This is an optimization exercise on Yosys and OpenROAD, whose aim is a short achievable clock period and few clock cycles, not a production implementation.
The RTL was checked by simulation tests, not by an equivalence proof against the original design.
Power figures rest on the tool's default switching activity, not on a simulated workload.

Design rvCore, start of the top module:
module rvCore (
  input  logic  Clock,
  input  logic  rst,
  output rvCorePkg::word_t imemAddr,
  input  rvCorePkg::word_t imemData,
  output rvCorePkg::word_t dmemAddr,
  output rvCorePkg::word_t dmemWrData,
  output logic  dmemWrEn,
  output logic  dmemRdEn,
  input  rvCorePkg::word_t dmemRdData
);
  typedef rvCorePkg::word_t word_t;
  typedef rvCorePkg::regAddr_t regAddr_t;
  localparam int BTBN = 4;
  logic  eRedirect, vRedirect, dRedirect;   
  logic  dRedirect0;
  word_t eTarget, vTarget, dTarget;
  logic  stallD;
  logic     wenE, ldE, stE, brE, jalrE, fusedE, auipcE, predE, usePreE, shortE, nopBrE;
  logic     killE;   
  logic     wenEv;
  regAddr_t rdE;
  word_t    opAE, opBE, sdE, preE, altE;
  logic     fAsE, fAoE, fBsE, fBoE, fS1E, fSLE, sumSelE;
  logic     fAlE, fBlE;   
  logic     aAdd, aSub, aSll, aSlt, aSltu, aXor, aSrl, aSra, aOr, aAnd;
  logic [2:0] bf3E;
  logic     wenM, ldM, selSumM;
  regAddr_t rdM;
  word_t    sumM, othM, resM;   
  logic     wenW, ldW;
  regAddr_t rdW;
  word_t    resW;
  word_t    wbData;
  logic  btbV [BTBN];
  word_t btbPc [BTBN];
  word_t btbTg [BTBN];
  logic [1:0] btbPtr;
  logic  btbIns, btbInsR;   
  rvCorePkg::word_t btbPcR, btbTgR;
  logic  btbHit;
  word_t btbTarget;
  word_t pc;
  always_comb begin
    btbHit    = 1'b0;
    btbTarget = '0;
    for (int i = 0; i < BTBN; i++) begin
      if (btbV[i] && btbPc[i] == pc) begin
        btbHit    = 1'b1;
        btbTarget = btbTarget | btbTg[i];
      end
    end
  end
  logic  pcNew;      
  logic  f2V;        
  ...
Size: about 8600 cells after synthesis, ~2200 flip-flops, roughly 160 I/O pins.
export LEC_CHECK = 0
export ABC_CLOCK_PERIOD_IN_PS = 2000
export CAP_MARGIN = 30
export CORE_MARGIN = 2
export CORE_UTILIZATION = 40
export PLACE_DENSITY = 0.6
export SETUP_SLACK_MARGIN = 5
export SLEW_MARGIN = 30
export TNS_END_PERCENT = 100
create_clock -name core_clock -period 8.0 [get_ports {Clock}]
run.sh (not shown) runs the stock make flow with config.mk's settings and CLKGATE_MAP_FILE= SYNTH_SCRIPT=/design/flow/synth_recipe.tcl, a recipe that flattens the netlist after the stock synthesis.
Testbench counts at the start, summed over its fixed seeds: cycles 55,385.
Edit:
--- a/flow/design.v
+++ b/flow/design.v
@@ -331,22 +331,22 @@
   assign bWt = wenW && (rdW == rs2) && !bHitM;
   assign rd1 = ({32{aWt && ldW}}  & dmemRdData)
              | ({32{aWt && !ldW}} & resW)
              | ({32{!aWt && aHitM}} & resM)
              | ({32{!aWt && !aHitM}} & rf1);
   assign rd2 = ({32{bWt && ldW}}  & dmemRdData)
              | ({32{bWt && !ldW}} & resW)
              | ({32{!bWt && bHitM}} & resM)
              | ({32{!bWt && !bHitM}} & rf2);
   assign stallD = irV && (
-      (useA && ((aHitE && ldE) || (aHitM && ldM && (isBr || isJalr)))) ||
-      (useB && ((bHitE && ldE) || (bHitM && ldM && isBr))) ||
+      (useA && ((aHitE && ldE) || (aHitM && ldM))) ||
+      (useB && ((bHitE && ldE) || (bHitM && ldM))) ||
       (useS && bHitE && ldE));
   logic  skipV, skipNow;
   word_t skipTgt;
   logic  inShadowD;
   assign inShadowD = skipV && (pcD != skipTgt);
   word_t pcImm, pcPlus4, fusedFull, fullTgt;
   logic  fusedD, wantTaken, btbOk;
   assign pcImm       = pcD + immT;
   assign pcPlus4     = pcD + 32'd4;
   logic [13:0] lowT, lowF;
@@ -409,22 +409,22 @@
     preE    <= isLui ? immT : isAuipc ? pcImm : pcPlus4;
     altE    <= brBack ? pcPlus4 : pcImm;
     bf3E    <= f3;
     opAE    <= rd1;
     opBE    <= useB ? rd2 : immO;
     sdE     <= rd2;
     fAsE    <= useA && aHitE && sumSelE;
     fAoE    <= useA && aHitE && !sumSelE;
     fBsE    <= useB && bHitE && sumSelE;
     fBoE    <= useB && bHitE && !sumSelE;
-    fAlE    <= useA && !aHitE && aHitM && ldM;
-    fBlE    <= useB && !bHitE && bHitM && ldM;
+    fAlE    <= 1'b0;
+    fBlE    <= 1'b0;
     sumSelE <= dAdd && !isJalr;
     fS1E    <= useS && bHitE;
     fSLE    <= useS && !bHitE && bHitM && ldM;   
     aAdd    <= dAdd;
     aSub    <= dSub;
     aSll    <= dSll;
     aSlt    <= dSlt;
     aSltu   <= dSltu;
     aXor    <= dXor;
     aSrl    <= dSrl;
Result:
- total power stays flat
- final cell count went down by 4.8%
- sequential power hardly moves
- clock-buffer cell count went down by 3
- final area went down by 3.4%
- sequential share of layout area went up by 1.5 points
- global-route usage went down by 0.10 points
- via count went down by about 6%
Testbench counts after the change, summed over its fixed seeds: cycles 57,202.

========
## west
Another version of the RTL of rvCore (not shown whole).
For scale: ~8,200 cells after synthesis, about 2,200 flip-flops, ~160 I/O pins, ~110,000 um^2 of cells after synthesis.
Design rvCore, start of the top module:
module rvCore (
  input  logic  Clock,
  input  logic  rst,
  output rvCorePkg::word_t imemAddr,
  input  rvCorePkg::word_t imemData,
  output rvCorePkg::word_t dmemAddr,
  output rvCorePkg::word_t dmemWrData,
  output logic  dmemWrEn,
  output logic  dmemRdEn,
  input  rvCorePkg::word_t dmemRdData
);
==> flow/config.mk <==
export PLATFORM = sky130hd
export DESIGN_NAME = rvCore
export DESIGN_NICKNAME = rvCore
export VERILOG_FILES = /design/flow/design.v
export SDC_FILE = /design/flow/constraint.sdc
export NUM_CORES = 4
export LEC_CHECK = 0
export ABC_CLOCK_PERIOD_IN_PS = 2000
export CAP_MARGIN = 30
export CORE_MARGIN = 2
export CORE_UTILIZATION = 40
export PLACE_DENSITY = 0.6
export SETUP_SLACK_MARGIN = 5
export SLEW_MARGIN = 30
export TNS_END_PERCENT = 100
==> flow/constraint.sdc <==
create_clock -name core_clock -period 8.0 [get_ports {Clock}]
set_input_delay 1.6000 -clock core_clock [delete_from_list [all_inputs] [get_ports {Clock}]]
set_output_delay 1.6000 -clock core_clock [all_outputs]
set_load 0.01 [all_outputs]
Testbench counts of west, summed over its fixed seeds: cycles 57,230.
Inputs modified between west and south:
--- a/flow/design.v
+++ b/flow/design.v
@@ -95,18 +95,19 @@
   logic  eRedirect, vRedirect, dRedirect;   
   logic  dRedirect0;
   word_t eTarget, vTarget, dTarget;
   logic  stallD;
   logic     wenE, ldE, stE, brE, jalrE, fusedE, auipcE, predE, usePreE, shortE, nopBrE;
   logic     killE;   
   logic     wenEv;
   regAddr_t rdE;
   word_t    opAE, opBE, sdE, preE, altE;
+  word_t    addAE, addBE;   
   logic     fSLE, sumSelE;
   word_t    sum, oth;    
   logic     aAdd, aSub, aSll, aSlt, aSltu, aXor, aSrl, aSra, aOr, aAnd;
   logic     bEq, bNe, bLt, bGe, bLtu, bGeu, bInv;   
   logic     wenM, ldM, selSumM;
   regAddr_t rdM;
   word_t    sumM, othM, resM;   
   logic     wenW, ldW;
   regAddr_t rdW;
@@ -459,18 +460,20 @@
     bEq     <= f3 == 3'b000;
     bNe     <= f3 == 3'b001;
     bLt     <= f3 == 3'b100;
     bGe     <= f3 == 3'b101;
     bLtu    <= f3 == 3'b110;
     bGeu    <= f3 == 3'b111;
     bInv    <= f3 == 3'b010 || f3 == 3'b011;
     opAE    <= ({32{aFs}} & sum) | ({32{aFo}} & oth) | ({32{!aFs && !aFo}} & rd1);
     opBE    <= ({32{bFs}} & sum) | ({32{bFo}} & oth) | ({32{useB && !bHitE}} & rd2) | ({32{!useB}} & immO);
+    addAE   <= {32{dAdd}} & (({32{aFs}} & sum) | ({32{aFo}} & oth) | ({32{!aFs && !aFo}} & rd1));
+    addBE   <= {32{dAdd}} & (({32{bFs}} & sum) | ({32{bFo}} & oth) | ({32{useB && !bHitE}} & rd2) | ({32{!useB}} & immO));
     sdE     <= ({32{sFs}} & sum) | ({32{sFo}} & oth) | ({32{!sFs && !sFo}} & rd2);
     sumSelE <= dAdd && !isJalr;
     fSLE    <= useS && !bHitE && bHitM && ldM;   
     aAdd    <= dAdd;
     aSub    <= dSub;
     aSll    <= dSll;
     aSlt    <= dSlt;
     aSltu   <= dSltu;
     aXor    <= dXor;
@@ -483,19 +486,19 @@
   logic  ltS, ltU, taken;
   logic [4:0] sh;
   logic  eMiss;
   word_t eMissTarget;
   assign srcA = opAE;
   assign srcB = opBE;
   logic  beq, bltS, bltU;
   rvCmp cmpE (.a(srcA), .b(srcB), .eq(beq), .ltS(bltS), .ltU(bltU));
   assign sdv  = fSLE ? dmemRdData : sdE;
-  rvAdd addE (.a(srcA), .b(srcB), .s(sum));
+  rvAdd addE (.a(addAE), .b(addBE), .s(sum));   
   rvSub subE (.a(srcA), .b(srcB), .d(diff));
   assign ltS  = bltS;
   assign ltU  = bltU;
   assign sh   = srcB[4:0];
   always_comb begin
     oth = ({32{aSub}}  & diff)
         | ({32{aSll}}  & (srcA << sh))
         | ({32{aSlt}}  & {31'b0, ltS})
         | ({32{aSltu}} & {31'b0, ltU})
## What came out
Per the comparison of south with west, post-cts resize count saw an increase; die area rose 2.3%; placed instance area now sits higher.
Delta(inverter count, south - west) < 0
Route | south vs west | wire longer in south
Between south and west, it is south whose fraction of power consumed by the clock network is higher, by 1.8 points.
south vs west: first-iteration DRC count up by more than 10%
Taking west as the reference point, the total track usage of south falls by 0.42 points.
south vs west: combinational fraction of design power down
Of south and west, it is south that has the higher post-synthesis sequential element count.
Testbench counts of south, summed over its fixed seeds: cycles 57,230.

-- port drivers added, routing unchanged --
No port has a modelled driver above. Below, the same layouts with a new extraction and two added sets of constraints.
Step 1 assumes that a clkbuf_16 drives the clock port and a buf_2 every other input.
Step 2 moves the port delays by t, midway between the first and last clock arrival at a register: inputs arrive t later, outputs are due t later. That takes back most of the time a late clock gives input paths.
Slacks: ideal / step 1 / step 2; pairs: ideal / step 1.
| run | t (ns) | setup WS [ns] | worst setup path at the end | clock arrival spread, ns | pins driven straight from the clock port |
|---|---|---|---|---|---|
| the first run of note 1 | 1.000 | 3.529 / 3.529 / 2.775 | input to register | 0.141 / 0.141 | 1 |
| the second run of note 1 | 0.989 | 3.915 / 3.915 / 3.282 | input to register | 0.094 / 0.095 | 1 |
| west | 1.022 | 4.332 / 4.332 / 3.668 | input to register | 0.076 / 0.076 | 1 |
| south | 0.980 | 4.549 / 4.549 / 3.614 | input to register | 0.112 / 0.112 | 1 |
After both steps every run listed still meets setup and hold. The setup slack of south, which loses most, moves by 0.000 ns with the drivers and by -0.935 ns with both steps.
